Background: an optimization exercise with open tools, aiming at small area, a short achievable clock period and few clock cycles per item. Do not read the settings as production practice.
In this exercise RTL edits were held to simulation tests only and were not proved equivalent to the original.

File: flow/run.sh
#!/bin/bash
# Layout flow: the standard ORFS flow (standard.sh) with two changes.
#  1. Synthesis maps the logic with flow/abc_area.script, an area-oriented
#     ABC script (map -a, then buffering and sizing). Registers are mapped
#     before ABC runs, so they are exactly the standard synthesis's.
#  2. Ports are buffered with sky130_fd_sc_hd__buf_2 cells.
# Each tool's log is under orfs/logs/; make's own output is in flow_make.log.
set -euo pipefail
W=$(pwd)
rm -rf "$W/scripts_mod"
cp -r "$FLOW_HOME/scripts" "$W/scripts_mod"
cp "$W/flow/abc_area.script" "$W/scripts_mod/abc_area.script"
export SCRIPTS_DIR="$W/scripts_mod"
export BUFFER_PORTS_ARGS="-buffer_cell sky130_fd_sc_hd__buf_2"
bash "$W/standard.sh" > "$W/flow_make.log" 2>&1
File: flow/abc_area.script
strash
dch
map -a
topo
stime -c
buffer -c
upsize -c
dnsize -c
File: standard.sh
#!/bin/bash
# synth_recipe.tcl (not shown) runs the flow's synth.tcl, then flattens the netlist and writes it again
# the make line also repeats each setting of config.mk as NAME=value (left out here)
make -C /OpenROAD-flow-scripts/flow DESIGN_CONFIG=/design/flow/config.mk WORK_HOME=/design/flow/orfs CLKGATE_MAP_FILE= SYNTH_SCRIPT=/design/flow/synth_recipe.tcl "${@:-finish}"
File: config.mk
export PLATFORM = sky130hd
export DESIGN_NAME = muldiv_unit
export DESIGN_NICKNAME = muldiv_unit
export VERILOG_FILES = /design/flow/design.v
export SDC_FILE = /design/flow/constraint.sdc
export NUM_CORES = 4
export LEC_CHECK = 0
export ABC_AREA = 1
export CAP_MARGIN = 0
export CORE_MARGIN = 2
export CORE_UTILIZATION = 40
export CTS_BUF_LIST = sky130_fd_sc_hd__clkbuf_8
export CTS_CLUSTER_SIZE = 20
export SLEW_MARGIN = 0
File: constraint.sdc
create_clock -name core_clock -period 150.0 [get_ports {clk}]
set_input_delay 30.0000 -clock core_clock [delete_from_list [all_inputs] [get_ports {clk}]]
set_output_delay 30.0000 -clock core_clock [all_outputs]
set_load 0.01 [all_outputs]
File: design.v
module muldiv_unit (
    input  logic        clk,
    input  logic        rst,
    input  logic        start,
    input  logic [2:0]  op,
    input  logic [31:0] a,
    input  logic [31:0] b,
    output logic        busy,
    output logic [31:0] hi,
    output logic [31:0] lo
);
    function automatic logic [5:0] clz32(input logic [31:0] v);
        clz32 = 6'd32;
        for (int i = 0; i < 32; i++)
            if (v[i]) clz32 = 6'(31 - i);
    endfunction
    function automatic logic [31:0] cneg(input logic [31:0] x, input logic s);
        logic o;
        o = 1'b0;
        for (int i = 0; i < 32; i++) begin
            cneg[i] = x[i] ^ (s & o);
            o = o | x[i];
        end
    endfunction
    logic        busy_r, first;
    logic [3:0]  cnt;
    logic [1:0]  opr;
    logic        qneg_r, aneg_r, bneg_r;
    logic [31:0] X;
    logic [34:0] M;
    assign busy = busy_r;
    logic is_mul, sgn_mul, sgn_div, sgn;
    assign is_mul  = ~opr[1];
    assign sgn_mul = (opr == 2'd0);
    assign sgn_div = (opr == 2'd2);
    assign sgn     = sgn_mul | sgn_div;
    logic xneg, mneg;
    assign xneg = sgn_div & X[31];
    assign mneg = sgn_div & M[31];
    logic [5:0] cx, cm;
    assign cx = clz32(X ^ {32{sgn & X[31]}});
    assign cm = clz32(M[31:0] ^ {32{sgn & M[31]}});
    logic       swap;
    logic [5:0] cmax, nbits;
    logic [2:0] nd;
    assign swap  = cm > cx;
    assign cmax  = swap ? cm : cx;
    assign nbits = 6'd33 - cmax;
    always_comb begin
        nd = 3'((nbits + 6'd7) >> 3);
        if (nd > 3'd4) nd = 3'd4;
    end
    logic [5:0] lza;
    logic signed [6:0] dd;
    logic [4:0] nq;
    assign lza = xneg ? (cx - 6'd1) : cx;
    assign dd  = 7'({1'b0, cm}) - 7'({1'b0, lza});
    always_comb begin
        if (dd[6]) nq = 5'd1;
        else if (dd > 7'sd30) nq = 5'd16;
        else nq = 5'((dd + 7'sd2) >> 1);
    end
    logic bzero;
    assign bzero = (M[31:0] == 32'd0);
    logic [4:0] ntot;
    always_comb begin
        if (is_mul) ntot = {2'd0, nd};
        else if (bzero) ntot = 5'd1;
        else ntot = nq;
    end
    logic [31:0] Xa;
    assign Xa = cneg(X, xneg);
    logic [31:0] mplr0;
    logic [32:0] shin;
    logic [3:0]  shj;
    logic [34:0] shout;
    assign mplr0 = swap ? M[31:0] : X;
    assign shin  = is_mul ? {1'b0, mplr0} : {M[31:0], 1'b0};
    assign shj   = is_mul ? {nd[1:0] == 2'd0 ? 2'd0 : ~nd[1:0] + 2'd1, 2'b00} : 4'(nq - 5'd1);
    assign shout = {{2{mneg}}, shin} << {shj, 1'b0};
    logic [32:0] mcand;
    logic [31:0] mplr;
    logic [8:0]  dig;
    logic        corr;
    logic [63:0] pin, psh, pnew;
    logic [42:0] ws;
    assign mcand = first ? {sgn_mul & (swap ? X[31] : M[31]), (swap ? X : M[31:0])} : M[32:0];
    assign mplr  = first ? shout[31:0] : X;
    assign dig   = mplr[31:23];
    assign corr  = first & (cmax == 6'd0);
    assign pin   = first ? (corr ? {31'd0, mcand} : 64'd0) : {hi, lo};
    assign psh   = {pin[55:0], 8'd0};
    mdu_csa u_csa (.wp(psh[40:0]), .mc(mcand), .x(dig), .s(ws));
    logic [22:0] up, upi, upd, unew;
    assign up = psh[63:41];
    always_comb begin
        logic ai, ad;
        ai = 1'b1;
        ad = 1'b1;
        for (int i = 0; i < 23; i++) begin
            upi[i] = up[i] ^ ai;
            upd[i] = up[i] ^ ad;
            ai = ai & up[i];
            ad = ad & ~up[i];
        end
    end
    always_comb begin
        case (ws[42:41])
            2'b01:   unew = upi;
            2'b11:   unew = upd;
            default: unew = up;
        endcase
    end
    assign pnew = {unew, ws[40:0]};
    logic [31:0] rin, qin, r1, r2, qout;
    logic [34:0] dn;
    logic        q0, q1;
    assign rin = first ? Xa : hi;
    assign dn  = first ? (shout ^ {35{~mneg}}) : M;
    assign qin = first ? 32'd0 : lo;
    logic [32:0] c0;
    logic [31:0] s0;
    logic bneg;
    assign bneg = first ? mneg : bneg_r;
    assign c0[0] = ~bneg;
    for (genvar k = 0; k < 32; k++) begin : g_r0
        mdu_fa u_fa (.a(rin[k]), .b(dn[k]), .c(c0[k]), .s(s0[k]), .co(c0[k+1]));
    end
    logic ge0;
    mdu_cmp u_cmp (.r(rin), .dn(dn[31:0]), .strict(bneg), .ge(ge0));
    assign q0 = ge0 & (&dn[34:32]);
    assign r1 = q0 ? s0 : rin;
    logic [32:0] c1;
    logic [31:0] s1;
    assign c1[0] = ~bneg;
    for (genvar k = 0; k < 32; k++) begin : g_r1
        mdu_fa u_fa (.a(r1[k]), .b(dn[k+1]), .c(c1[k]), .s(s1[k]), .co(c1[k+1]));
    end
    assign q1 = c1[32] & (&dn[34:33]);
    assign r2 = q1 ? s1 : r1;
    assign qout = {qin[29:0], q0, q1};
    logic qneg, aneg;
    assign qneg = first ? (xneg ^ mneg) : qneg_r;
    assign aneg = first ? xneg : aneg_r;
    logic last;
    assign last = first ? (ntot == 5'd1) : (cnt == 4'd1);
    always_ff @(posedge clk or negedge rst) begin
        if (!rst) begin
            first  <= 1'b0;
            busy_r <= 1'b0;
            hi     <= 32'd0;
            lo     <= 32'd0;
        end else begin
            if (!busy_r) begin
                first  <= start & ~op[2];
                busy_r <= start & ~op[2];
                if (start && op == 3'd4) hi <= a;
                if (start && op == 3'd5) lo <= a;
            end else begin
                first  <= 1'b0;
                busy_r <= ~last;
                if (is_mul) begin
                    {hi, lo} <= pnew;
                end else if (!(first && bzero)) begin
                    hi <= cneg(r2, last & aneg);
                    lo <= cneg(qout, last & qneg);
                end
            end
        end
    end
    always_ff @(posedge clk) begin
        if (!busy_r) begin
            opr <= op[1:0];
            X   <= a;
            M   <= {3'b000, b};
            cnt <= 4'd0;
        end else begin
            cnt <= first ? 4'(ntot - 5'd1) : cnt - 4'd1;
            if (first) begin
                qneg_r <= xneg ^ mneg;
                aneg_r <= xneg;
                bneg_r <= mneg;
            end
            X <= mplr << 8;
            if (is_mul) begin
                M <= {2'b00, mcand};
            end else begin
                M <= {2'b11, dn[34:2]};
            end
        end
    end
endmodule
module mdu_cmp (
    input  logic [31:0] r,
    input  logic [31:0] dn,
    input  logic        strict,
    output logic        ge
);
    logic [31:0] g0, e0;
    assign g0 = r & dn;         
    assign e0 = r ^ dn;         
    logic [15:0] g1, e1;
    logic [7:0]  g2, e2;
    logic [3:0]  g3, e3;
    logic [1:0]  g4, e4;
    for (genvar k = 0; k < 16; k++) begin : g_l1
        assign g1[k] = g0[2*k+1] | (e0[2*k+1] & g0[2*k]);
        assign e1[k] = e0[2*k+1] & e0[2*k];
    end
    for (genvar k = 0; k < 8; k++) begin : g_l2
        assign g2[k] = g1[2*k+1] | (e1[2*k+1] & g1[2*k]);
        assign e2[k] = e1[2*k+1] & e1[2*k];
    end
    for (genvar k = 0; k < 4; k++) begin : g_l3
        assign g3[k] = g2[2*k+1] | (e2[2*k+1] & g2[2*k]);
        assign e3[k] = e2[2*k+1] & e2[2*k];
    end
    for (genvar k = 0; k < 2; k++) begin : g_l4
        assign g4[k] = g3[2*k+1] | (e3[2*k+1] & g3[2*k]);
        assign e4[k] = e3[2*k+1] & e3[2*k];
    end
    assign ge = g4[1] | (e4[1] & g4[0]) | (e4[1] & e4[0] & ~strict);
endmodule
module mdu_fa (
    input  logic a,
    input  logic b,
    input  logic c,
    output logic s,
    output logic co
);
    assign s  = a ^ b ^ c;
    assign co = (a & b) | (a & c) | (b & c);
endmodule
module mdu_ha (
    input  logic a,
    input  logic b,
    output logic s,
    output logic co
);
    assign s  = a ^ b;
    assign co = a & b;
endmodule
module mdu_csa (
    input  logic [40:0] wp,
    input  logic [32:0] mc,
    input  logic [8:0] x,
    output logic [42:0] s
);
    wire one0 = x[1] ^ x[0];
    wire two0 = (x[2] & ~x[1] & ~x[0]) | (~x[2] & x[1] & x[0]);
    wire neg0 = x[2];
    wire n1 = (one0 & mc[0]) ^ neg0;
    wire n2 = ((one0 & mc[1]) | (two0 & mc[0])) ^ neg0;
    wire n3 = ((one0 & mc[2]) | (two0 & mc[1])) ^ neg0;
    wire n4 = ((one0 & mc[3]) | (two0 & mc[2])) ^ neg0;
    wire n5 = ((one0 & mc[4]) | (two0 & mc[3])) ^ neg0;
    wire n6 = ((one0 & mc[5]) | (two0 & mc[4])) ^ neg0;
    wire n7 = ((one0 & mc[6]) | (two0 & mc[5])) ^ neg0;
    wire n8 = ((one0 & mc[7]) | (two0 & mc[6])) ^ neg0;
    wire n9 = ((one0 & mc[8]) | (two0 & mc[7])) ^ neg0;
    wire n10 = ((one0 & mc[9]) | (two0 & mc[8])) ^ neg0;
    wire n11 = ((one0 & mc[10]) | (two0 & mc[9])) ^ neg0;
    wire n12 = ((one0 & mc[11]) | (two0 & mc[10])) ^ neg0;
    wire n13 = ((one0 & mc[12]) | (two0 & mc[11])) ^ neg0;
    wire n14 = ((one0 & mc[13]) | (two0 & mc[12])) ^ neg0;
    wire n15 = ((one0 & mc[14]) | (two0 & mc[13])) ^ neg0;
    wire n16 = ((one0 & mc[15]) | (two0 & mc[14])) ^ neg0;
    wire n17 = ((one0 & mc[16]) | (two0 & mc[15])) ^ neg0;
    wire n18 = ((one0 & mc[17]) | (two0 & mc[16])) ^ neg0;
    wire n19 = ((one0 & mc[18]) | (two0 & mc[17])) ^ neg0;
    wire n20 = ((one0 & mc[19]) | (two0 & mc[18])) ^ neg0;
    wire n21 = ((one0 & mc[20]) | (two0 & mc[19])) ^ neg0;
    wire n22 = ((one0 & mc[21]) | (two0 & mc[20])) ^ neg0;
    wire n23 = ((one0 & mc[22]) | (two0 & mc[21])) ^ neg0;
    wire n24 = ((one0 & mc[23]) | (two0 & mc[22])) ^ neg0;
    wire n25 = ((one0 & mc[24]) | (two0 & mc[23])) ^ neg0;
    wire n26 = ((one0 & mc[25]) | (two0 & mc[24])) ^ neg0;
    wire n27 = ((one0 & mc[26]) | (two0 & mc[25])) ^ neg0;
    wire n28 = ((one0 & mc[27]) | (two0 & mc[26])) ^ neg0;
    wire n29 = ((one0 & mc[28]) | (two0 & mc[27])) ^ neg0;
    wire n30 = ((one0 & mc[29]) | (two0 & mc[28])) ^ neg0;
    wire n31 = ((one0 & mc[30]) | (two0 & mc[29])) ^ neg0;
    wire n32 = ((one0 & mc[31]) | (two0 & mc[30])) ^ neg0;
    wire n33 = ((one0 & mc[32]) | (two0 & mc[31])) ^ neg0;
    wire n34 = ~(((one0 & mc[32]) | (two0 & mc[32])) ^ neg0);
    wire one1 = x[3] ^ x[2];
    wire two1 = (x[4] & ~x[3] & ~x[2]) | (~x[4] & x[3] & x[2]);
    wire neg1 = x[4];
    wire n35 = (one1 & mc[0]) ^ neg1;
    wire n36 = ((one1 & mc[1]) | (two1 & mc[0])) ^ neg1;
    wire n37 = ((one1 & mc[2]) | (two1 & mc[1])) ^ neg1;
    wire n38 = ((one1 & mc[3]) | (two1 & mc[2])) ^ neg1;
    wire n39 = ((one1 & mc[4]) | (two1 & mc[3])) ^ neg1;
    wire n40 = ((one1 & mc[5]) | (two1 & mc[4])) ^ neg1;
    wire n41 = ((one1 & mc[6]) | (two1 & mc[5])) ^ neg1;
    wire n42 = ((one1 & mc[7]) | (two1 & mc[6])) ^ neg1;
    wire n43 = ((one1 & mc[8]) | (two1 & mc[7])) ^ neg1;
    wire n44 = ((one1 & mc[9]) | (two1 & mc[8])) ^ neg1;
    wire n45 = ((one1 & mc[10]) | (two1 & mc[9])) ^ neg1;
    wire n46 = ((one1 & mc[11]) | (two1 & mc[10])) ^ neg1;
    wire n47 = ((one1 & mc[12]) | (two1 & mc[11])) ^ neg1;
    wire n48 = ((one1 & mc[13]) | (two1 & mc[12])) ^ neg1;
    wire n49 = ((one1 & mc[14]) | (two1 & mc[13])) ^ neg1;
    wire n50 = ((one1 & mc[15]) | (two1 & mc[14])) ^ neg1;
    wire n51 = ((one1 & mc[16]) | (two1 & mc[15])) ^ neg1;
    wire n52 = ((one1 & mc[17]) | (two1 & mc[16])) ^ neg1;
    wire n53 = ((one1 & mc[18]) | (two1 & mc[17])) ^ neg1;
    wire n54 = ((one1 & mc[19]) | (two1 & mc[18])) ^ neg1;
    wire n55 = ((one1 & mc[20]) | (two1 & mc[19])) ^ neg1;
    wire n56 = ((one1 & mc[21]) | (two1 & mc[20])) ^ neg1;
    wire n57 = ((one1 & mc[22]) | (two1 & mc[21])) ^ neg1;
    wire n58 = ((one1 & mc[23]) | (two1 & mc[22])) ^ neg1;
    wire n59 = ((one1 & mc[24]) | (two1 & mc[23])) ^ neg1;
    wire n60 = ((one1 & mc[25]) | (two1 & mc[24])) ^ neg1;
    wire n61 = ((one1 & mc[26]) | (two1 & mc[25])) ^ neg1;
    wire n62 = ((one1 & mc[27]) | (two1 & mc[26])) ^ neg1;
    wire n63 = ((one1 & mc[28]) | (two1 & mc[27])) ^ neg1;
    wire n64 = ((one1 & mc[29]) | (two1 & mc[28])) ^ neg1;
    wire n65 = ((one1 & mc[30]) | (two1 & mc[29])) ^ neg1;
    wire n66 = ((one1 & mc[31]) | (two1 & mc[30])) ^ neg1;
    wire n67 = ((one1 & mc[32]) | (two1 & mc[31])) ^ neg1;
    wire n68 = ~(((one1 & mc[32]) | (two1 & mc[32])) ^ neg1);
    wire one2 = x[5] ^ x[4];
    wire two2 = (x[6] & ~x[5] & ~x[4]) | (~x[6] & x[5] & x[4]);
    wire neg2 = x[6];
    wire n69 = (one2 & mc[0]) ^ neg2;
    wire n70 = ((one2 & mc[1]) | (two2 & mc[0])) ^ neg2;
    wire n71 = ((one2 & mc[2]) | (two2 & mc[1])) ^ neg2;
    wire n72 = ((one2 & mc[3]) | (two2 & mc[2])) ^ neg2;
    wire n73 = ((one2 & mc[4]) | (two2 & mc[3])) ^ neg2;
    wire n74 = ((one2 & mc[5]) | (two2 & mc[4])) ^ neg2;
    wire n75 = ((one2 & mc[6]) | (two2 & mc[5])) ^ neg2;
    wire n76 = ((one2 & mc[7]) | (two2 & mc[6])) ^ neg2;
    wire n77 = ((one2 & mc[8]) | (two2 & mc[7])) ^ neg2;
    wire n78 = ((one2 & mc[9]) | (two2 & mc[8])) ^ neg2;
    wire n79 = ((one2 & mc[10]) | (two2 & mc[9])) ^ neg2;
    wire n80 = ((one2 & mc[11]) | (two2 & mc[10])) ^ neg2;
    wire n81 = ((one2 & mc[12]) | (two2 & mc[11])) ^ neg2;
    wire n82 = ((one2 & mc[13]) | (two2 & mc[12])) ^ neg2;
    wire n83 = ((one2 & mc[14]) | (two2 & mc[13])) ^ neg2;
    wire n84 = ((one2 & mc[15]) | (two2 & mc[14])) ^ neg2;
    wire n85 = ((one2 & mc[16]) | (two2 & mc[15])) ^ neg2;
    wire n86 = ((one2 & mc[17]) | (two2 & mc[16])) ^ neg2;
    wire n87 = ((one2 & mc[18]) | (two2 & mc[17])) ^ neg2;
    wire n88 = ((one2 & mc[19]) | (two2 & mc[18])) ^ neg2;
    wire n89 = ((one2 & mc[20]) | (two2 & mc[19])) ^ neg2;
    wire n90 = ((one2 & mc[21]) | (two2 & mc[20])) ^ neg2;
    wire n91 = ((one2 & mc[22]) | (two2 & mc[21])) ^ neg2;
    wire n92 = ((one2 & mc[23]) | (two2 & mc[22])) ^ neg2;
    wire n93 = ((one2 & mc[24]) | (two2 & mc[23])) ^ neg2;
    wire n94 = ((one2 & mc[25]) | (two2 & mc[24])) ^ neg2;
    wire n95 = ((one2 & mc[26]) | (two2 & mc[25])) ^ neg2;
    wire n96 = ((one2 & mc[27]) | (two2 & mc[26])) ^ neg2;
    wire n97 = ((one2 & mc[28]) | (two2 & mc[27])) ^ neg2;
    wire n98 = ((one2 & mc[29]) | (two2 & mc[28])) ^ neg2;
    wire n99 = ((one2 & mc[30]) | (two2 & mc[29])) ^ neg2;
    wire n100 = ((one2 & mc[31]) | (two2 & mc[30])) ^ neg2;
    wire n101 = ((one2 & mc[32]) | (two2 & mc[31])) ^ neg2;
    wire n102 = ~(((one2 & mc[32]) | (two2 & mc[32])) ^ neg2);
    wire one3 = x[7] ^ x[6];
    wire two3 = (x[8] & ~x[7] & ~x[6]) | (~x[8] & x[7] & x[6]);
    wire neg3 = x[8];
    wire n103 = (one3 & mc[0]) ^ neg3;
    wire n104 = ((one3 & mc[1]) | (two3 & mc[0])) ^ neg3;
    wire n105 = ((one3 & mc[2]) | (two3 & mc[1])) ^ neg3;
    wire n106 = ((one3 & mc[3]) | (two3 & mc[2])) ^ neg3;
    wire n107 = ((one3 & mc[4]) | (two3 & mc[3])) ^ neg3;
    wire n108 = ((one3 & mc[5]) | (two3 & mc[4])) ^ neg3;
    wire n109 = ((one3 & mc[6]) | (two3 & mc[5])) ^ neg3;
    wire n110 = ((one3 & mc[7]) | (two3 & mc[6])) ^ neg3;
    wire n111 = ((one3 & mc[8]) | (two3 & mc[7])) ^ neg3;
    wire n112 = ((one3 & mc[9]) | (two3 & mc[8])) ^ neg3;
    wire n113 = ((one3 & mc[10]) | (two3 & mc[9])) ^ neg3;
    wire n114 = ((one3 & mc[11]) | (two3 & mc[10])) ^ neg3;
    wire n115 = ((one3 & mc[12]) | (two3 & mc[11])) ^ neg3;
    wire n116 = ((one3 & mc[13]) | (two3 & mc[12])) ^ neg3;
    wire n117 = ((one3 & mc[14]) | (two3 & mc[13])) ^ neg3;
    wire n118 = ((one3 & mc[15]) | (two3 & mc[14])) ^ neg3;
    wire n119 = ((one3 & mc[16]) | (two3 & mc[15])) ^ neg3;
    wire n120 = ((one3 & mc[17]) | (two3 & mc[16])) ^ neg3;
    wire n121 = ((one3 & mc[18]) | (two3 & mc[17])) ^ neg3;
    wire n122 = ((one3 & mc[19]) | (two3 & mc[18])) ^ neg3;
    wire n123 = ((one3 & mc[20]) | (two3 & mc[19])) ^ neg3;
    wire n124 = ((one3 & mc[21]) | (two3 & mc[20])) ^ neg3;
    wire n125 = ((one3 & mc[22]) | (two3 & mc[21])) ^ neg3;
    wire n126 = ((one3 & mc[23]) | (two3 & mc[22])) ^ neg3;
    wire n127 = ((one3 & mc[24]) | (two3 & mc[23])) ^ neg3;
    wire n128 = ((one3 & mc[25]) | (two3 & mc[24])) ^ neg3;
    wire n129 = ((one3 & mc[26]) | (two3 & mc[25])) ^ neg3;
    wire n130 = ((one3 & mc[27]) | (two3 & mc[26])) ^ neg3;
    wire n131 = ((one3 & mc[28]) | (two3 & mc[27])) ^ neg3;
    wire n132 = ((one3 & mc[29]) | (two3 & mc[28])) ^ neg3;
    wire n133 = ((one3 & mc[30]) | (two3 & mc[29])) ^ neg3;
    wire n134 = ((one3 & mc[31]) | (two3 & mc[30])) ^ neg3;
    wire n135 = ((one3 & mc[32]) | (two3 & mc[31])) ^ neg3;
    wire n136 = ~(((one3 & mc[32]) | (two3 & mc[32])) ^ neg3);
    wire n137, n138;
    mdu_ha un137 (.a(n7), .b(n39), .s(n137), .co(n138));
    wire n139, n140;
    mdu_ha un139 (.a(n8), .b(n40), .s(n139), .co(n140));
    wire n141, n142;
    mdu_fa un141 (.a(wp[8]), .b(n9), .c(n41), .s(n141), .co(n142));
    wire n143, n144;
    mdu_fa un143 (.a(wp[9]), .b(n10), .c(n42), .s(n143), .co(n144));
    wire n145, n146;
    mdu_fa un145 (.a(wp[10]), .b(n11), .c(n43), .s(n145), .co(n146));
    wire n147, n148;
    mdu_fa un147 (.a(wp[11]), .b(n12), .c(n44), .s(n147), .co(n148));
    wire n149, n150;
    mdu_fa un149 (.a(wp[12]), .b(n13), .c(n45), .s(n149), .co(n150));
    wire n151, n152;
    mdu_fa un151 (.a(wp[13]), .b(n14), .c(n46), .s(n151), .co(n152));
    wire n153, n154;
    mdu_fa un153 (.a(wp[14]), .b(n15), .c(n47), .s(n153), .co(n154));
    wire n155, n156;
    mdu_fa un155 (.a(wp[15]), .b(n16), .c(n48), .s(n155), .co(n156));
    wire n157, n158;
    mdu_fa un157 (.a(wp[16]), .b(n17), .c(n49), .s(n157), .co(n158));
    wire n159, n160;
    mdu_fa un159 (.a(wp[17]), .b(n18), .c(n50), .s(n159), .co(n160));
    wire n161, n162;
    mdu_fa un161 (.a(wp[18]), .b(n19), .c(n51), .s(n161), .co(n162));
    wire n163, n164;
    mdu_fa un163 (.a(wp[19]), .b(n20), .c(n52), .s(n163), .co(n164));
    wire n165, n166;
    mdu_fa un165 (.a(wp[20]), .b(n21), .c(n53), .s(n165), .co(n166));
    wire n167, n168;
    mdu_fa un167 (.a(wp[21]), .b(n22), .c(n54), .s(n167), .co(n168));
    wire n169, n170;
    mdu_fa un169 (.a(wp[22]), .b(n23), .c(n55), .s(n169), .co(n170));
    wire n171, n172;
    mdu_fa un171 (.a(wp[23]), .b(n24), .c(n56), .s(n171), .co(n172));
    wire n173, n174;
    mdu_fa un173 (.a(wp[24]), .b(n25), .c(n57), .s(n173), .co(n174));
    wire n175, n176;
    mdu_fa un175 (.a(wp[25]), .b(n26), .c(n58), .s(n175), .co(n176));
    wire n177, n178;
    mdu_fa un177 (.a(wp[26]), .b(n27), .c(n59), .s(n177), .co(n178));
    wire n179, n180;
    mdu_fa un179 (.a(wp[27]), .b(n28), .c(n60), .s(n179), .co(n180));
    wire n181, n182;
    mdu_fa un181 (.a(wp[28]), .b(n29), .c(n61), .s(n181), .co(n182));
    wire n183, n184;
    mdu_fa un183 (.a(wp[29]), .b(n30), .c(n62), .s(n183), .co(n184));
    wire n185, n186;
    mdu_fa un185 (.a(wp[30]), .b(n31), .c(n63), .s(n185), .co(n186));
    wire n187, n188;
    mdu_fa un187 (.a(wp[31]), .b(n32), .c(n64), .s(n187), .co(n188));
    wire n189, n190;
    mdu_fa un189 (.a(wp[32]), .b(n33), .c(n65), .s(n189), .co(n190));
    wire n191 = ~(wp[33] ^ n34);
    wire n192 = wp[33] | n34;
    wire n193, n194;
    mdu_ha un193 (.a(n66), .b(n98), .s(n193), .co(n194));
    wire n195 = ~(wp[34] ^ n67);
    wire n196 = wp[34] | n67;
    wire n197, n198;
    mdu_ha un197 (.a(n99), .b(n131), .s(n197), .co(n198));
    wire n199, n200;
    mdu_fa un199 (.a(wp[35]), .b(n68), .c(n100), .s(n199), .co(n200));
    wire n201 = ~wp[36];
    wire n202, n203;
    mdu_ha un202 (.a(n5), .b(n37), .s(n202), .co(n203));
    wire n204, n205;
    mdu_ha un204 (.a(n6), .b(n38), .s(n204), .co(n205));
    wire n206, n207;
    mdu_fa un206 (.a(n137), .b(n71), .c(neg3), .s(n206), .co(n207));
    wire n208, n209;
    mdu_fa un208 (.a(n138), .b(n139), .c(n72), .s(n208), .co(n209));
    wire n210, n211;
    mdu_fa un210 (.a(n140), .b(n141), .c(n73), .s(n210), .co(n211));
    wire n212, n213;
    mdu_fa un212 (.a(n142), .b(n143), .c(n74), .s(n212), .co(n213));
    wire n214, n215;
    mdu_fa un214 (.a(n144), .b(n145), .c(n75), .s(n214), .co(n215));
    wire n216, n217;
    mdu_fa un216 (.a(n146), .b(n147), .c(n76), .s(n216), .co(n217));
    wire n218, n219;
    mdu_fa un218 (.a(n148), .b(n149), .c(n77), .s(n218), .co(n219));
    wire n220, n221;
    mdu_fa un220 (.a(n150), .b(n151), .c(n78), .s(n220), .co(n221));
    wire n222, n223;
    mdu_fa un222 (.a(n152), .b(n153), .c(n79), .s(n222), .co(n223));
    wire n224, n225;
    mdu_fa un224 (.a(n154), .b(n155), .c(n80), .s(n224), .co(n225));
    wire n226, n227;
    mdu_fa un226 (.a(n156), .b(n157), .c(n81), .s(n226), .co(n227));
    wire n228, n229;
    mdu_fa un228 (.a(n158), .b(n159), .c(n82), .s(n228), .co(n229));
    wire n230, n231;
    mdu_fa un230 (.a(n160), .b(n161), .c(n83), .s(n230), .co(n231));
    wire n232, n233;
    mdu_fa un232 (.a(n162), .b(n163), .c(n84), .s(n232), .co(n233));
    wire n234, n235;
    mdu_fa un234 (.a(n164), .b(n165), .c(n85), .s(n234), .co(n235));
    wire n236, n237;
    mdu_fa un236 (.a(n166), .b(n167), .c(n86), .s(n236), .co(n237));
    wire n238, n239;
    mdu_fa un238 (.a(n168), .b(n169), .c(n87), .s(n238), .co(n239));
    wire n240, n241;
    mdu_fa un240 (.a(n170), .b(n171), .c(n88), .s(n240), .co(n241));
    wire n242, n243;
    mdu_fa un242 (.a(n172), .b(n173), .c(n89), .s(n242), .co(n243));
    wire n244, n245;
    mdu_fa un244 (.a(n174), .b(n175), .c(n90), .s(n244), .co(n245));
    wire n246, n247;
    mdu_fa un246 (.a(n176), .b(n177), .c(n91), .s(n246), .co(n247));
    wire n248, n249;
    mdu_fa un248 (.a(n178), .b(n179), .c(n92), .s(n248), .co(n249));
    wire n250, n251;
    mdu_fa un250 (.a(n180), .b(n181), .c(n93), .s(n250), .co(n251));
    wire n252, n253;
    mdu_fa un252 (.a(n182), .b(n183), .c(n94), .s(n252), .co(n253));
    wire n254, n255;
    mdu_fa un254 (.a(n184), .b(n185), .c(n95), .s(n254), .co(n255));
    wire n256, n257;
    mdu_fa un256 (.a(n186), .b(n187), .c(n96), .s(n256), .co(n257));
    wire n258, n259;
    mdu_fa un258 (.a(n188), .b(n189), .c(n97), .s(n258), .co(n259));
    wire n260, n261;
    mdu_fa un260 (.a(n190), .b(n191), .c(n193), .s(n260), .co(n261));
    wire n262, n263;
    mdu_fa un262 (.a(n192), .b(n194), .c(n195), .s(n262), .co(n263));
    wire n264, n265;
    mdu_fa un264 (.a(n196), .b(n198), .c(n199), .s(n264), .co(n265));
    wire n266, n267;
    mdu_fa un266 (.a(n200), .b(n201), .c(n101), .s(n266), .co(n267));
    wire n268, n269;
    mdu_fa un268 (.a(wp[36]), .b(wp[37]), .c(n102), .s(n268), .co(n269));
    wire n270 = ~wp[38];
    wire n271, n272;
    mdu_ha un271 (.a(n3), .b(neg1), .s(n271), .co(n272));
    wire n273, n274;
    mdu_ha un273 (.a(n4), .b(n36), .s(n273), .co(n274));
    wire n275, n276;
    mdu_fa un275 (.a(n202), .b(neg2), .c(n69), .s(n275), .co(n276));
    wire n277, n278;
    mdu_fa un277 (.a(n203), .b(n204), .c(n70), .s(n277), .co(n278));
    wire n279, n280;
    mdu_fa un279 (.a(n205), .b(n206), .c(n103), .s(n279), .co(n280));
    wire n281, n282;
    mdu_fa un281 (.a(n207), .b(n208), .c(n104), .s(n281), .co(n282));
    wire n283, n284;
    mdu_fa un283 (.a(n209), .b(n210), .c(n105), .s(n283), .co(n284));
    wire n285, n286;
    mdu_fa un285 (.a(n211), .b(n212), .c(n106), .s(n285), .co(n286));
    wire n287, n288;
    mdu_fa un287 (.a(n213), .b(n214), .c(n107), .s(n287), .co(n288));
    wire n289, n290;
    mdu_fa un289 (.a(n215), .b(n216), .c(n108), .s(n289), .co(n290));
    wire n291, n292;
    mdu_fa un291 (.a(n217), .b(n218), .c(n109), .s(n291), .co(n292));
    wire n293, n294;
    mdu_fa un293 (.a(n219), .b(n220), .c(n110), .s(n293), .co(n294));
    wire n295, n296;
    mdu_fa un295 (.a(n221), .b(n222), .c(n111), .s(n295), .co(n296));
    wire n297, n298;
    mdu_fa un297 (.a(n223), .b(n224), .c(n112), .s(n297), .co(n298));
    wire n299, n300;
    mdu_fa un299 (.a(n225), .b(n226), .c(n113), .s(n299), .co(n300));
    wire n301, n302;
    mdu_fa un301 (.a(n227), .b(n228), .c(n114), .s(n301), .co(n302));
    wire n303, n304;
    mdu_fa un303 (.a(n229), .b(n230), .c(n115), .s(n303), .co(n304));
    wire n305, n306;
    mdu_fa un305 (.a(n231), .b(n232), .c(n116), .s(n305), .co(n306));
    wire n307, n308;
    mdu_fa un307 (.a(n233), .b(n234), .c(n117), .s(n307), .co(n308));
    wire n309, n310;
    mdu_fa un309 (.a(n235), .b(n236), .c(n118), .s(n309), .co(n310));
    wire n311, n312;
    mdu_fa un311 (.a(n237), .b(n238), .c(n119), .s(n311), .co(n312));
    wire n313, n314;
    mdu_fa un313 (.a(n239), .b(n240), .c(n120), .s(n313), .co(n314));
    wire n315, n316;
    mdu_fa un315 (.a(n241), .b(n242), .c(n121), .s(n315), .co(n316));
    wire n317, n318;
    mdu_fa un317 (.a(n243), .b(n244), .c(n122), .s(n317), .co(n318));
    wire n319, n320;
    mdu_fa un319 (.a(n245), .b(n246), .c(n123), .s(n319), .co(n320));
    wire n321, n322;
    mdu_fa un321 (.a(n247), .b(n248), .c(n124), .s(n321), .co(n322));
    wire n323, n324;
    mdu_fa un323 (.a(n249), .b(n250), .c(n125), .s(n323), .co(n324));
    wire n325, n326;
    mdu_fa un325 (.a(n251), .b(n252), .c(n126), .s(n325), .co(n326));
    wire n327, n328;
    mdu_fa un327 (.a(n253), .b(n254), .c(n127), .s(n327), .co(n328));
    wire n329, n330;
    mdu_fa un329 (.a(n255), .b(n256), .c(n128), .s(n329), .co(n330));
    wire n331, n332;
    mdu_fa un331 (.a(n257), .b(n258), .c(n129), .s(n331), .co(n332));
    wire n333, n334;
    mdu_fa un333 (.a(n259), .b(n260), .c(n130), .s(n333), .co(n334));
    wire n335, n336;
    mdu_fa un335 (.a(n261), .b(n262), .c(n197), .s(n335), .co(n336));
    wire n337, n338;
    mdu_fa un337 (.a(n263), .b(n264), .c(n132), .s(n337), .co(n338));
    wire n339, n340;
    mdu_fa un339 (.a(n265), .b(n266), .c(n133), .s(n339), .co(n340));
    wire n341, n342;
    mdu_fa un341 (.a(n267), .b(n268), .c(n134), .s(n341), .co(n342));
    wire n343, n344;
    mdu_fa un343 (.a(n269), .b(n270), .c(n135), .s(n343), .co(n344));
    wire n345, n346;
    mdu_fa un345 (.a(wp[38]), .b(wp[39]), .c(n136), .s(n345), .co(n346));
    wire n347 = ~wp[40];
    wire n348, n349;
    mdu_ha un348 (.a(neg0), .b(n1), .s(n348), .co(n349));
    wire n350, n351;
    mdu_ha un350 (.a(n2), .b(n349), .s(n350), .co(n351));
    wire n352, n353;
    mdu_fa un352 (.a(n271), .b(n35), .c(n351), .s(n352), .co(n353));
    wire n354, n355;
    mdu_fa un354 (.a(n272), .b(n273), .c(n353), .s(n354), .co(n355));
    wire n356, n357;
    mdu_fa un356 (.a(n274), .b(n275), .c(n355), .s(n356), .co(n357));
    wire n358, n359;
    mdu_fa un358 (.a(n276), .b(n277), .c(n357), .s(n358), .co(n359));
    wire n360, n361;
    mdu_fa un360 (.a(n278), .b(n279), .c(n359), .s(n360), .co(n361));
    wire n362, n363;
    mdu_fa un362 (.a(n280), .b(n281), .c(n361), .s(n362), .co(n363));
    wire n364, n365;
    mdu_fa un364 (.a(n282), .b(n283), .c(n363), .s(n364), .co(n365));
    wire n366, n367;
    mdu_fa un366 (.a(n284), .b(n285), .c(n365), .s(n366), .co(n367));
    wire n368, n369;
    mdu_fa un368 (.a(n286), .b(n287), .c(n367), .s(n368), .co(n369));
    wire n370, n371;
    mdu_fa un370 (.a(n288), .b(n289), .c(n369), .s(n370), .co(n371));
    wire n372, n373;
    mdu_fa un372 (.a(n290), .b(n291), .c(n371), .s(n372), .co(n373));
    wire n374, n375;
    mdu_fa un374 (.a(n292), .b(n293), .c(n373), .s(n374), .co(n375));
    wire n376, n377;
    mdu_fa un376 (.a(n294), .b(n295), .c(n375), .s(n376), .co(n377));
    wire n378, n379;
    mdu_fa un378 (.a(n296), .b(n297), .c(n377), .s(n378), .co(n379));
    wire n380, n381;
    mdu_fa un380 (.a(n298), .b(n299), .c(n379), .s(n380), .co(n381));
    wire n382, n383;
    mdu_fa un382 (.a(n300), .b(n301), .c(n381), .s(n382), .co(n383));
    wire n384, n385;
    mdu_fa un384 (.a(n302), .b(n303), .c(n383), .s(n384), .co(n385));
    wire n386, n387;
    mdu_fa un386 (.a(n304), .b(n305), .c(n385), .s(n386), .co(n387));
    wire n388, n389;
    mdu_fa un388 (.a(n306), .b(n307), .c(n387), .s(n388), .co(n389));
    wire n390, n391;
    mdu_fa un390 (.a(n308), .b(n309), .c(n389), .s(n390), .co(n391));
    wire n392, n393;
    mdu_fa un392 (.a(n310), .b(n311), .c(n391), .s(n392), .co(n393));
    wire n394, n395;
    mdu_fa un394 (.a(n312), .b(n313), .c(n393), .s(n394), .co(n395));
    wire n396, n397;
    mdu_fa un396 (.a(n314), .b(n315), .c(n395), .s(n396), .co(n397));
    wire n398, n399;
    mdu_fa un398 (.a(n316), .b(n317), .c(n397), .s(n398), .co(n399));
    wire n400, n401;
    mdu_fa un400 (.a(n318), .b(n319), .c(n399), .s(n400), .co(n401));
    wire n402, n403;
    mdu_fa un402 (.a(n320), .b(n321), .c(n401), .s(n402), .co(n403));
    wire n404, n405;
    mdu_fa un404 (.a(n322), .b(n323), .c(n403), .s(n404), .co(n405));
    wire n406, n407;
    mdu_fa un406 (.a(n324), .b(n325), .c(n405), .s(n406), .co(n407));
    wire n408, n409;
    mdu_fa un408 (.a(n326), .b(n327), .c(n407), .s(n408), .co(n409));
    wire n410, n411;
    mdu_fa un410 (.a(n328), .b(n329), .c(n409), .s(n410), .co(n411));
    wire n412, n413;
    mdu_fa un412 (.a(n330), .b(n331), .c(n411), .s(n412), .co(n413));
    wire n414, n415;
    mdu_fa un414 (.a(n332), .b(n333), .c(n413), .s(n414), .co(n415));
    wire n416, n417;
    mdu_fa un416 (.a(n334), .b(n335), .c(n415), .s(n416), .co(n417));
    wire n418, n419;
    mdu_fa un418 (.a(n336), .b(n337), .c(n417), .s(n418), .co(n419));
    wire n420, n421;
    mdu_fa un420 (.a(n338), .b(n339), .c(n419), .s(n420), .co(n421));
    wire n422, n423;
    mdu_fa un422 (.a(n340), .b(n341), .c(n421), .s(n422), .co(n423));
    wire n424, n425;
    mdu_fa un424 (.a(n342), .b(n343), .c(n423), .s(n424), .co(n425));
    wire n426, n427;
    mdu_fa un426 (.a(n344), .b(n345), .c(n425), .s(n426), .co(n427));
    wire n428, n429;
    mdu_fa un428 (.a(n346), .b(n347), .c(n427), .s(n428), .co(n429));
    wire n430 = ~(wp[40] ^ n429);
    wire n431 = wp[40] | n429;
    wire n432 = ~n431;
    assign s[0] = n348;
    assign s[1] = n350;
    assign s[2] = n352;
    assign s[3] = n354;
    assign s[4] = n356;
    assign s[5] = n358;
    assign s[6] = n360;
    assign s[7] = n362;
    assign s[8] = n364;
    assign s[9] = n366;
    assign s[10] = n368;
    assign s[11] = n370;
    assign s[12] = n372;
    assign s[13] = n374;
    assign s[14] = n376;
    assign s[15] = n378;
    assign s[16] = n380;
    assign s[17] = n382;
    assign s[18] = n384;
    assign s[19] = n386;
    assign s[20] = n388;
    assign s[21] = n390;
    assign s[22] = n392;
    assign s[23] = n394;
    assign s[24] = n396;
    assign s[25] = n398;
    assign s[26] = n400;
    assign s[27] = n402;
    assign s[28] = n404;
    assign s[29] = n406;
    assign s[30] = n408;
    assign s[31] = n410;
    assign s[32] = n412;
    assign s[33] = n414;
    assign s[34] = n416;
    assign s[35] = n418;
    assign s[36] = n420;
    assign s[37] = n422;
    assign s[38] = n424;
    assign s[39] = n426;
    assign s[40] = n428;
    assign s[41] = n430;
    assign s[42] = n432;
endmodule
==> summary.txt, run 1 <==
Run status: timing/DRC/antenna clean
Post-DRT Antenna Nets: 0
Crit path buffers/inverters: 1
Wire length of the first global-routing pass: 147 mm
Max Clk Rate: 0.0319 GHz
Distinct cells, synth: 76
Via density: 5.92
Pre-CTS setup slack: 118.24 ns
Fin. Hold Viols: 0
Core ar.: 56600 µm²
Final Cell Area: 24800 µm²
Detail Placement HPWL: 76.1 mm
Minimum clock period: 31.33 ns
CP Max Fanout: 3
Crit path DAT: 1.33 ns
Share of cells above drive strength 1: 10.9%
Maximum clock path buffer count: 2
Die Span X: 244 µm
Critical Path Sink Type: output port
Clk slew on worst S/H paths: 0.10 ns
Port Buffers: 134
Area of the multi-input gates: 17300 µm²
CP Cell Sequence: buf_2
Async SR Flop Fraction: 46.8%
Hold-fix buffers, CTS: 0
H-tree Lvls: 4
CTS Buf Count: 17
Slowest cell on crit path: dfrtp_1
Largest net degree at the start of global routing: 65
Synth Instances: 3264
Commonest cells after routing, fill and taps aside: nand2_1 (463), nor2_1 (458), inv_1 (392)
Crit Path Category: reg2out
Gates resized, CTS repair: 0
Reg area: 3210 µm²
Drt first pass iters: 8
Starting Density: 40.5%
Worst hold endpoint: cnt[3]
Die Area: 59300 µm²
Critical Path Stages: 1
Main synth FF type: dfxtp_1
Number of synthesized flops with an enable pin: 5
Util after Layout: 43.8%
Syn nets: 3593
Fillers: 6053
Crit path required time: 120.00 ns
Cell area after synthesis: 23000 µm²
Wirelength, routed: 99.6 mm
Initial antenna violation count: 4
Startpoint Class: flop
Crit-path leading delay family: flip-flops
Setup Fix Bufs, Post-CTS: 0
Worst R2R End: hi[30]
Max transition margin: 21.7%
Worst R2R Setup Slack: 118.95 ns
Area grow syn2layout: 8.00%
Hold path cells: 3
DRC: 0
Final Skew: 0.0194 ns
Die Ht: 244 µm
FP Rows: 87
Max Transition Viols Final: 0
Final TNS setup: 0 ns
R2r worst-path depth: 124
Most common cell after layout, fill and taps aside: nand2_1
Worst Min Path Start: cnt[3]
Seq/Total Area, Yosys: 14.0%
CTS tree: built
ANT cells: 0
GPL Wtd Cong: 1.02
Final setup vio count: 0
Syn_area_per_cell: 7.03 µm²
CP max stage delay: 0.54 ns
NumNets Final: 3647
Period utilisation layout: 20.9%
Worst-Margin Slew: 1.17 ns
Iter 0 DRT Violations: 3288
Max-cap check violation count: 0
Grt total ovfl: 0
#FFs+latches synth: 141
Root buffer cell: clkbuf_8
HP Class: reg2reg
# IOs: 135
Post-DR wirelength/cell: 24.4 µm
RSZ-0062 raised after global routing: false
Placed inst area: 24400 µm²
Clock Latency Late Sink: 0.60 ns
Sink Count: 141
Vias in the first global route: 22400
Total GRT Usage: 33.4%
PnR worst setup slack: 118.67 ns
Reg2reg start: opr[0]
Yosys warning total: 1
Via count: 24200
[through the flow]
step	cells	hold slack, ns
after CTS	4087	0.581
after floorplan	3264	0.523
final	4087	0.579
after detailed placement	4055	0.565
after global placement	4055	0.549
after global routing	4087	0.616
[registers in the layout, indices dropped and copies added (netlist names), 2 cells and up]
| register | cells |
|---|---|
| lo | 32 |
| X | 32 |
| cnt | 4 |
| opr | 2 |
| M | 34 |
| hi | 32 |
[worst max path at each step]
stage	from	endpoint	slack [ns]
2_1_floorplan	start	lo[31]	118.22
4_1_cts	hi[5]	hi[5]	118.67
3_5_place_dp	op[1]	lo[2]	118.24
5_1_grt	X[31]	hi[31]	117.55
6_report	hi[30]	hi[30]	118.67
3_3_place_gp	op[1]	lo[2]	118.30
[metal layers]
layer	part of all wire, %	vias to the layer above	wire length (µm)	GRT usage [%]
met5	0.027	-	27	0
met2	42	1426	42200	49.6
met1	40	11600	39500	44.5
met4	5.6	4	5610	16.5
met3	12	278	12200	9.14
li1	-	10900	-	-
[cell usage after synthesis, types with 16 or more instances]
library cell | n | area share, %
o22ai_1 | 163 | 4.4
a21oi_1 | 230 | 5.0
o21a_1 | 26 | 0.85
clkbuf_1 | 136 | 2.2
a31oi_1 | 52 | 1.4
fa_1 | 196 | 17
nor3_1 | 32 | 0.70
inv_1 | 394 | 6.4
o21ai_0 | 175 | 3.8
ha_1 | 63 | 3.4
nand3_1 | 41 | 0.89
dfxtp_1 | 70 | 6.1
buf_6 | 21 | 1.0
dfrtp_1 | 66 | 7.2
o221ai_1 | 38 | 1.5
nor2_1 | 463 | 7.6
nand2_2 | 17 | 0.46
mux2i_1 | 26 | 1.1
o21ai_1 | 48 | 1.0
nand2_1 | 464 | 7.6
nand4_1 | 16 | 0.44
xor2_1 | 277 | 11
a41oi_1 | 24 | 0.92
[kinds of logic after synthesis]
logic type	synth area share, %
AOI/OAI and AO/OA	22.7
buffers and inverters	11.1
adders and majority gates	20.5
muxes	1.24
DFF	14.0
xor gates and xnor gates	11.0
and+or+nand+nor	19.5
[cell type report]
cell class	count	area share, %
tap	756	3.82
sequential	141	12.9
timing repair buffer	226	5.50
clock buffer	17	0.944
inverter	416	6.32
clock inverter	15	0.798
multi-input combinational	2516	69.7
Testbench counts, summed over its fixed seeds: cycles 41,128, ops 12,000.
==> run 2: changes to the inputs <==
--- a/config.mk
+++ b/config.mk
@@ -10,5 +10,3 @@
 export CORE_MARGIN = 2
 export CORE_UTILIZATION = 40
-export CTS_BUF_LIST = sky130_fd_sc_hd__clkbuf_8
-export CTS_CLUSTER_SIZE = 20
 export SLEW_MARGIN = 0
==> summary.txt, run 2 <==
Vias in the first global route: 22500 (was 22400)
Sink Count: 141 (unchanged)
Crit-path leading delay family: buffers and inverters (was flip-flops)
Final TNS setup: 0 ns (unchanged)
Clock Latency Late Sink: 0.51 ns (was 0.60 ns)
Max-cap check violation count: 0 (unchanged)
Core ar.: 56600 µm² (unchanged)
Main synth FF type: dfxtp_1 (unchanged)
Worst-Margin Slew: 1.19 ns (was 1.17 ns)
Syn nets: 3593 (unchanged)
RSZ-0062 raised after global routing: false (unchanged)
Largest net degree at the start of global routing: 65 (unchanged)
Clk slew on worst S/H paths: 0.07 ns (was 0.10 ns)
ANT cells: 0 (unchanged)
NumNets Final: 3647 (unchanged)
CP max stage delay: 0.59 ns (was 0.54 ns)
Crit Path Category: in2reg (was reg2out)
Slowest cell on crit path: buf_4 (was dfrtp_1)
Crit path required time: 150.40 ns (was 120.00 ns)
#FFs+latches synth: 141 (unchanged)
Synth top cells by count: nand2_1 (464), nor2_1 (463), inv_1 (394) (unchanged)
CTS Buf Count: 17 (unchanged)
Most common cell after layout, fill and taps aside: nand2_1 (unchanged)
Total GRT Usage: 33.5% (was 33.4%)
Pre-CTS setup slack: 118.24 ns (unchanged)
Util after Layout: 44.1% (was 43.8%)
Max Clk Rate: 0.0319 GHz (about the same)
Critical Path Sink Type: flop (was output port)
Wirelength, routed: 99.7 mm (was 99.6 mm)
Synth Instances: 3264 (unchanged)
Area contributors post-synth: fa_1 (17%), xor2_1 (11%), nand2_1 (7.6%) (unchanged)
Min Hold Slack: 0.577 ns (was 0.579 ns)
Syn_area_per_cell: 7.03 µm² (unchanged)
Crit path buffers/inverters: 2 (was 1)
Via density: 5.91 (was 5.92)
Distinct cells, synth: 76 (unchanged)
CP Max Fanout: 64 (was 3)
Die Area: 59300 µm² (unchanged)
Post-DRT Antenna Nets: 0 (unchanged)
Root buffer cell: clkbuf_16 (was clkbuf_8)
Max transition margin: 20.6% (was 21.7%)
Max reg flops: 34 (unchanged)
GPL Wtd Cong: 1.02 (unchanged)
Run status: timing/DRC/antenna clean (unchanged)
Post-synth top area share: 17.1% (unchanged)
Share of cells above drive strength 1: 10.9% (unchanged)
Async SR Flop Fraction: 46.8% (unchanged)
DRC: 0 (unchanged)
Cell area after synthesis: 23000 µm² (unchanged)
Placed inst area: 24400 µm² (unchanged)
Max Transition Viols Final: 0 (unchanged)
Final Cell Area: 25000 µm² (was 24800 µm²)
Hold-fix buffers, CTS: 0 (unchanged)
Area grow syn2layout: 8.83% (was 8.00%)
Yosys warning total: 1 (unchanged)
Startpoint Class: input port (was flop)
Via count: 24200 (about the same)
CTS tree: built (unchanged)
Setup Fix Bufs, Post-CTS: 0 (unchanged)
Initial antenna violation count: 3 (was 4)
Drt first pass iters: 7 (was 8)
Detail Placement HPWL: 76.1 mm (unchanged)
Wire length of the first global-routing pass: 147 mm (about the same)
Final Skew: 0.0115 ns (was 0.0194 ns)
Iter 0 DRT Violations: 3214 (was 3288)
Period utilisation layout: 20.9% (about the same)
Seq/Total Area, Yosys: 14.0% (unchanged)
Commonest cells after routing, fill and taps aside: nand2_1 (463), nor2_1 (458), inv_1 (392) (unchanged)
H-tree Lvls: 4 (unchanged)
Most common cell in the synthesized netlist: nand2_1 (unchanged)
Minimum clock period: 31.33 ns (about the same)
Crit path DAT: 31.73 ns (was 1.33 ns)
Number of synthesized flops with an enable pin: 5 (unchanged)
Die Ht: 244 µm (unchanged)
Biggest register: M (unchanged)
Fin. Hold Viols: 0 (unchanged)
FP Rows: 87 (unchanged)
Maximum clock path buffer count: 2 (unchanged)
HP Class: reg2reg (unchanged)
Port Buffers: 134 (unchanged)
Gates resized, CTS repair: 0 (unchanged)
Starting Density: 40.5% (unchanged)
CP Cell Sequence: buf_2, nor3b_1, a21oi_1, a21oi_4, buf_4, nand2_1, o22a_1 (was buf_2)
Die Span X: 244 µm (unchanged)
PnR worst setup slack: 118.67 ns (about the same)
Area leader, netlist: fa_1 (unchanged)
Grt total ovfl: 0 (unchanged)
Post-DR wirelength/cell: 24.4 µm (about the same)
Final setup vio count: 0 (unchanged)
# IOs: 135 (unchanged)
-- run 2: cell types whose count changed in the layout (fill, tap and decap cells not counted) --
cell / before / now
clkbuf_16: 0 / 17
clkbuf_8: 17 / 0
-- run 2: final cells by class --
cell class	instances	area (µm²)
fillers	6043	31600
multi-input cells	2516	17300
flip-flops and latches	141	3210
inverters	416	1570
repair buffers	226	1360
well taps	756	946
clock buffers	17	425
clock inverters	15	198
-- run 2: stage by stage --
step,cells
6_report,4087
5_1_grt,4087
4_1_cts,4087
3_5_place_dp,4055
3_3_place_gp,4055
2_1_floorplan,3264
-- run 2: logic make-up after synthesis --
family,share of synthesized area (%)
simple gates,19.5
compound gates,22.7
buf+inv,11.1
xor+xnor,11.0
fa+ha+maj,20.5
flops,14.0
mux,1.24
-- run 2: worst paths after layout --
kind | depth (start not counted) | start | endpoint | slack (ns)
max | 7 | op[1] | lo[2] | 118.67
min | 2 | hi[10] | hi[10] | 0.58
max reg2reg | 124 | opr[0] | hi[30] | 118.95
min reg2reg | 2 | hi[10] | hi[10] | 0.58
max in group asynchronous | 2 | rst | first | 119.53
min in group asynchronous | 1 | rst | lo[11] | 29.42
-- run 2: routing by layer --
metal,part of all wire (%),wire (µm),up-vias,global-route usage [%]
li1,-,-,10900,-
met2,43,42700,1366,49.7
met3,12,11900,263,9.24
met5,0.021,21,-,0
met4,5.5,5440,4,16.7
met1,40,39700,11600,44.5
-- run 2: tightest hold or removal path, stage by stage, from the launching register on --
cell and delay (ns):
dfrtp_1 0.40, nor2_1 0.10, a31oi_1 0.04
==> run 3: changes to the inputs <==
==> flow/abc_area.script (replaced) <==
strash
dc2
dch
map -a
topo
stime -c
buffer -c
upsize -c
dnsize -c
--- a/config.mk
+++ b/config.mk
@@ -7,6 +7,6 @@
 export LEC_CHECK = 0
 export ABC_AREA = 1
-export CAP_MARGIN = 0
+export CAP_MARGIN = 20
 export CORE_MARGIN = 2
 export CORE_UTILIZATION = 40
-export SLEW_MARGIN = 0
+export SLEW_MARGIN = 20
==> summary.txt, run 3 <==
Minimum clock period: 31.91 ns (was 31.33 ns)
Fillers: 6125 (was 6043)
Cell area after synthesis: 23100 µm² (was 23000 µm²)
Final Cell Area: 24900 µm² (was 25000 µm²)
Reg2reg start: opr[0] (unchanged)
Clock Latency Late Sink: 0.49 ns (was 0.51 ns)
Max-cap check violation count: 0 (unchanged)
Total GRT Usage: 33.1% (was 33.5%)
Vias in the first global route: 22800 (was 22500)
Worst hold endpoint: cnt[3] (was hi[10])
Grt total ovfl: 0 (unchanged)
Maximum clock path buffer count: 2 (unchanged)
Syn_area_per_cell: 7.03 µm² (about the same)
CTS tree: built (unchanged)
CP Max Fanout: 53 (was 64)
Port Buffers: 134 (unchanged)
Gates resized, CTS repair: 0 (unchanged)
Min Hold Slack: 0.568 ns (was 0.577 ns)
CTS Buf Count: 17 (unchanged)
Drt first pass iters: 7 (unchanged)
Share of cells above drive strength 1: 10.9% (about the same)
Via count: 24100 (was 24200)
Area grow syn2layout: 7.59% (was 8.83%)
Commonest cells after routing, fill and taps aside: nand2_1 (443), inv_1 (437), nor2_1 (384) (was nand2_1 (463), nor2_1 (458), inv_1 (392))
Final TNS setup: 0 ns (unchanged)
Most common cell after layout, fill and taps aside: nand2_1 (unchanged)
Detail Placement HPWL: 78.0 mm (was 76.1 mm)
# IOs: 135 (unchanged)
Final Skew: 0.0290 ns (was 0.0115 ns)
Placed inst area: 24300 µm² (was 24400 µm²)
Wire length of the first global-routing pass: 148 mm (was 147 mm)
Area leader, netlist: fa_1 (unchanged)
Yosys warning total: 1 (unchanged)
FP Rows: 88 (was 87)
Hold path cells: 3 (was 2)
H-tree Lvls: 4 (unchanged)
Number of synthesized flops with an enable pin: 5 (unchanged)
Pre-CTS setup slack: 117.65 ns (was 118.24 ns)
Crit Path Category: in2reg (unchanged)
Worst R2R Setup Slack: 119.90 ns (was 118.95 ns)
Die Ht: 245 µm (was 244 µm)
Max reg flops: 34 (unchanged)
Synth top cells by count: nand2_1 (444), inv_1 (440), nor2_1 (391) (was nand2_1 (464), nor2_1 (463), inv_1 (394))
Core ar.: 57500 µm² (was 56600 µm²)
Clk slew on worst S/H paths: 0.08 ns (was 0.07 ns)
Sink Count: 141 (unchanged)
Placed insts: 4064 (was 4055)
Area contributors post-synth: fa_1 (17%), xor2_1 (8.5%), nand2_1 (7.2%) (was fa_1 (17%), xor2_1 (11%), nand2_1 (7.6%))
Crit path DAT: 32.23 ns (was 31.73 ns)
Main synth FF type: dfxtp_1 (unchanged)
Final non-filler cell total: 4097 (was 4087)
Post-DR wirelength/cell: 24.3 µm (was 24.4 µm)
Period utilisation layout: 21.3% (was 20.9%)
Fin. Hold Viols: 0 (unchanged)
Worst Min Path Start: cnt[1] (was hi[10])
NumNets Final: 3648 (was 3647)
Iter 0 DRT Violations: 2792 (was 3214)
Die Span X: 245 µm (was 244 µm)
Biggest register: M (unchanged)
Via density: 5.88 (was 5.91)
Util after Layout: 43.3% (was 44.1%)
Worst R2R End: hi[31] (was hi[30])
HP Class: reg2reg (unchanged)
Starting Density: 40.3% (was 40.5%)
Crit path required time: 150.32 ns (was 150.40 ns)
Final setup vio count: 0 (unchanged)
DRC: 0 (unchanged)
Post-DRT Antenna Nets: 0 (unchanged)
Syn nets: 3623 (was 3593)
Die Area: 59800 µm² (was 59300 µm²)
Max transition margin: 32.0% (was 20.6%)
Synth Instances: 3294 (was 3264)
R2r worst-path depth: 141 (was 124)
PnR worst setup slack: 118.10 ns (was 118.67 ns)
Distinct cells, synth: 82 (was 76)
ANT cells: 0 (unchanged)
Root buffer cell: clkbuf_16 (unchanged)
Seq/Total Area, Yosys: 13.8% (was 14.0%)
Max Transition Viols Final: 0 (unchanged)
Largest net degree at the start of global routing: 63 (was 65)
Worst-Margin Slew: 1.01 ns (was 1.19 ns)
Initial antenna violation count: 5 (was 3)
Post-synth top area share: 16.9% (was 17.1%)
Setup Fix Bufs, Post-CTS: 0 (unchanged)
Wirelength, routed: 99.4 mm (was 99.7 mm)
Most common cell in the synthesized netlist: nand2_1 (unchanged)
Max Clk Rate: 0.0313 GHz (was 0.0319 GHz)
Async SR Flop Fraction: 46.8% (unchanged)
RSZ-0062 raised after global routing: false (unchanged)
GPL Wtd Cong: 0.986 (was 1.02)
Run status: timing/DRC/antenna clean (unchanged)
Hold-fix buffers, CTS: 0 (unchanged)
Startpoint Class: input port (unchanged)
#FFs+latches synth: 141 (unchanged)
Critical Path Sink Type: flop (unchanged)
## run 3: layer usage
layer  up-vias  track usage, %  wire [µm]
met1     11500            43.9      39800
li1      10900               -          -
met3       253            7.50      10400
met2      1344            50.9      43500
met5         -               0         43
met4         6            15.8       5580
## run 3: cell type report
type                            count  area [µm²]  share of cell area, %
Inverter                          480        1830                   7.34
Tap cell                          765         957                   3.84
Sequential cell                   141        3210                   12.9
Clock buffer                       17         425                   1.71
Clock inverter                     15         184                  0.738
Multi-Input combinational cell   2484       17200                   68.9
Timing Repair Buffer              195        1140                   4.57
## run 3: worst max path at each step
| stage | end | start | slack (ns) |
|---|---|---|---|
| floorplan | hi[12] | op[1] | 118.52 |
| global placement | lo[10] | op[1] | 117.73 |
| detailed placement | lo[29] | op[1] | 117.65 |
| CTS | lo[29] | op[1] | 118.14 |
| global route | lo[16] | op[1] | 117.89 |
| finish | lo[14] | op[1] | 118.10 |
## run 3: cell families (layout without fill, tap and decap cells)
| kind of cell | Yosys count | count (layout) | synth area share [%] |
|---|---|---|---|
| AO/OA/AOI/OAI | 960 | 960 | 24.8 |
| XOR/XNOR | 246 | 246 | 9.76 |
| adder cells (fa/ha/maj) | 259 | 259 | 20.4 |
| buffers and inverters | 669 | 707 | 12.3 |
| flip-flops | 141 | 141 | 13.8 |
| multiplexers | 20 | 20 | 0.919 |
| AND/OR/NAND/NOR | 999 | 999 | 18.0 |
## run 3: critical path: stages
cell      delay (ns)
buf_2           0.15
nand3b_1        0.31
o21ai_0         0.22
nand2_1         0.41
inv_2           0.88
a41oi_1         0.22
==> run 4: changes to the inputs <==
==> flow/abc_area.script (replaced) <==
strash
dch
map -a
topo
stime -c
buffer -c
upsize -c
dnsize -c
==> summary.txt, run 4 <==
NumNets Final: 3648 (unchanged)
Final setup vio count: 0 (unchanged)
Max Clk Rate: 0.0320 GHz (was 0.0313 GHz)
Max transition margin: 33.4% (was 32.0%)
Crit path DAT: 31.69 ns (was 32.23 ns)
Synth Instances: 3264 (was 3294)
Via count: 24200 (was 24100)
Minimum clock period: 31.29 ns (was 31.91 ns)
HP Class: reg2reg (unchanged)
Max Transition Viols Final: 0 (unchanged)
#FFs+latches synth: 141 (unchanged)
Final non-filler cell total: 4089 (was 4097)
Post-DR wirelength/cell: 24.4 µm (was 24.3 µm)
Commonest cells after routing, fill and taps aside: nand2_1 (463), nor2_1 (458), inv_1 (392) (was nand2_1 (443), inv_1 (437), nor2_1 (384))
Iter 0 DRT Violations: 3147 (was 2792)
Max reg flops: 34 (unchanged)
Crit Path Category: in2reg (unchanged)
Area grow syn2layout: 8.96% (was 7.59%)
Number of synthesized flops with an enable pin: 5 (unchanged)
Clk slew on worst S/H paths: 0.07 ns (was 0.08 ns)
Total GRT Usage: 33.5% (was 33.1%)
Largest net degree at the start of global routing: 65 (was 63)
Placed insts: 4055 (was 4064)
Core ar.: 56600 µm² (was 57500 µm²)
Distinct cells, synth: 76 (was 82)
Slowest cell on crit path: buf_4 (was inv_2)
Routed wl met3: 11.9 mm (was 10.4 mm)
Sink Count: 141 (unchanged)
Area contributors post-synth: fa_1 (17%), xor2_1 (11%), nand2_1 (7.6%) (was fa_1 (17%), xor2_1 (8.5%), nand2_1 (7.2%))
Share of cells above drive strength 1: 10.9% (about the same)
Gates resized, CTS repair: 0 (unchanged)
Die Area: 59300 µm² (was 59800 µm²)
Critical Path Sink Type: flop (unchanged)
CP max stage delay: 0.58 ns (was 0.88 ns)
Port Buffers: 134 (unchanged)
Metal2 WL: 42.5 mm (was 43.5 mm)
Cell area after synthesis: 23000 µm² (was 23100 µm²)
FP Rows: 87 (was 88)
Wire length of the first global-routing pass: 147 mm (was 148 mm)
Starting Density: 40.5% (was 40.3%)
Yosys warning total: 1 (unchanged)
CTS tree: built (unchanged)
Post-synth top area share: 17.1% (was 16.9%)
Worst-Margin Slew: 0.995 ns (was 1.01 ns)
Clock Latency Late Sink: 0.51 ns (was 0.49 ns)
Run status: timing/DRC/antenna clean (unchanged)
Period utilisation layout: 20.9% (was 21.3%)
Most common cell after layout, fill and taps aside: nand2_1 (unchanged)
Hold-fix buffers, CTS: 0 (unchanged)
Main synth FF type: dfxtp_1 (unchanged)
Max-cap check violation count: 0 (unchanged)
Synth top cells by count: nand2_1 (464), nor2_1 (463), inv_1 (394) (was nand2_1 (444), inv_1 (440), nor2_1 (391))
Fin. Hold Viols: 0 (unchanged)
CTS Buf Count: 17 (unchanged)
Most common cell in the synthesized netlist: nand2_1 (unchanged)
Seq/Total Area, Yosys: 14.0% (was 13.8%)
Grt total ovfl: 0 (unchanged)
Syn nets: 3593 (was 3623)
Sum of routed wire segments on met1: 39.7 mm (was 39.8 mm)
Biggest register: M (unchanged)
CP Max Fanout: 64 (was 53)
Final TNS setup: 0 ns (unchanged)
CP Cell Sequence: buf_2, nor3b_1, a21oi_1, a21oi_4, buf_4, nand2_1, o22a_1 (was buf_2, nand3b_1, o21ai_0, nand2_1, inv_2, a41oi_1)
Via density: 5.92 (was 5.88)
Async SR Flop Fraction: 46.8% (unchanged)
Detail Placement HPWL: 76.1 mm (was 78.0 mm)
RSZ-0062 raised after global routing: false (unchanged)
H-tree Lvls: 4 (unchanged)
Crit path required time: 150.40 ns (was 150.32 ns)
DRC: 0 (unchanged)
Startpoint Class: input port (unchanged)
Maximum clock path buffer count: 2 (unchanged)
Setup Fix Bufs, Post-CTS: 0 (unchanged)
Vias in the first global route: 22500 (was 22800)
Post-DRT Antenna Nets: 0 (unchanged)
Max Used Layer: met5 (unchanged)
Final Skew: 0.0108 ns (was 0.0290 ns)
Fillers: 6038 (was 6125)
Syn_area_per_cell: 7.03 µm² (about the same)
Die Span X: 244 µm (was 245 µm)
Initial antenna violation count: 3 (was 5)
Root buffer cell: clkbuf_16 (unchanged)
Wirelength, routed: 99.7 mm (was 99.4 mm)
GPL Wtd Cong: 1.02 (was 0.986)
Drt first pass iters: 7 (unchanged)
Area leader, netlist: fa_1 (unchanged)
# IOs: 135 (unchanged)
Die Ht: 244 µm (was 245 µm)
-- run 4: changes by cell type in the layout (fill, tap and decap cells not counted), sizes merged, moves of 13 or more --
| cell | previous run | this run |
|---|---|---|
| a41oi | 7 | 25 |
| o21bai | 16 | 1 |
| a21oi | 278 | 239 |
| nor2 | 413 | 485 |
| xor2 | 232 | 277 |
| o21a | 49 | 28 |
| nand2 | 458 | 482 |
| o221ai | 16 | 38 |
| clkinv | 26 | 13 |
| a22oi | 37 | 14 |
| buf | 195 | 227 |
| o21ai | 268 | 229 |
| inv | 467 | 414 |
-- run 4: logic make-up (layout without fill, tap and decap cells) --
logic type / after synthesis / after routing / share of synthesized area, %
AND/OR/NAND/NOR: 1084 / 1084 / 19.5
flip-flops: 141 / 141 / 14.0
AO/OA/AOI/OAI: 856 / 856 / 22.7
other: 0 / 1 / 0
multiplexers: 28 / 28 / 1.24
XOR/XNOR: 289 / 289 / 11.0
adder cells (fa/ha/maj): 259 / 259 / 20.5
buffers and inverters: 607 / 675 / 11.1
-- run 4: layout make-up --
class / instances / area, µm² / share of cell area [%]
multi-input cells: 2516 / 17300 / 69.1
flip-flops and latches: 141 / 3210 / 12.8
inverters: 416 / 1570 / 6.27
repair buffers: 227 / 1390 / 5.56
well taps: 756 / 946 / 3.78
clock buffers: 17 / 425 / 1.70
clock inverters: 15 / 198 / 0.790
diodes: 1 / 2.50 / 0.0100
-- run 4: metrics by stage --
stage	area [µm²]	hold WS [ns]	util [%]	worst slack [ns]
6_report	25000	0.579	44.2	118.71
3_3_place_gp	24400	0.549	43.0	118.30
5_1_grt	25000	0.610	44.2	117.86
3_5_place_dp	24400	0.565	43.0	118.24
4_1_cts	25000	0.576	44.1	118.77
2_1_floorplan	23000	0.523	-	118.22
-- run 4: worst max-delay path, delay by kind of cell --
| family | cells | cell delay, ns |
|---|---|---|
| buf+inv | 2 | 0.70 |
| compound gates | 3 | 0.50 |
| simple gates | 2 | 0.40 |
-- run 4: final timing paths --
path / from / to / slack (ns) / cells after the start
min reg2reg: hi[10] / hi[10] / 0.58 / 2
max: op[1] / lo[2] / 118.71 / 7
max reg2reg: opr[0] / hi[30] / 119.22 / 124
max in group asynchronous: rst / first / 119.52 / 2
min in group asynchronous: rst / lo[11] / 29.42 / 1
min: hi[10] / hi[10] / 0.58 / 2
-- run 4: metal layers --
metal	up-vias	track usage [%]
met1	11600	44.5
met5	-	0
met4	4	16.7
met2	1403	49.7
met3	287	9.24
li1	10900	-

[separate check: timing with driven ports]
The flow's constraints put no driver on any port. The routed layouts listed below were extracted and timed again, unchanged, in two steps.
Step 1, drivers: a clkbuf_16 drives clk and a buf_2 each remaining input, both assumed.
Step 2, shift: input delay + t, output delay - t, t = (earliest + latest rising clock arrival at the registers) / 2. This alone moves slack from input paths to output paths.
Three values: ideal, step 1, step 2; two values: the first two.
run | t (ns) | setup slack, ns | hold WS [ns] | worst setup path after step 2 | clock arrival spread, ns
run 1 | 0.643 | 118.667 / 118.611 / 118.173 | 0.579 / 0.579 / 0.579 | input to register | 0.019 / 0.020
run 2 | 0.564 | 118.672 / 118.703 / 118.149 | 0.577 / 0.577 / 0.577 | input to register | 0.011 / 0.012
run 3 | 0.538 | 118.095 / 118.133 / 117.595 | 0.568 / 0.568 / 0.568 | input to register | 0.029 / 0.029
run 4 | 0.565 | 118.709 / 118.681 / 118.186 | 0.579 / 0.579 / 0.579 | input to register | 0.011 / 0.011
After both steps every run listed still meets setup and hold.
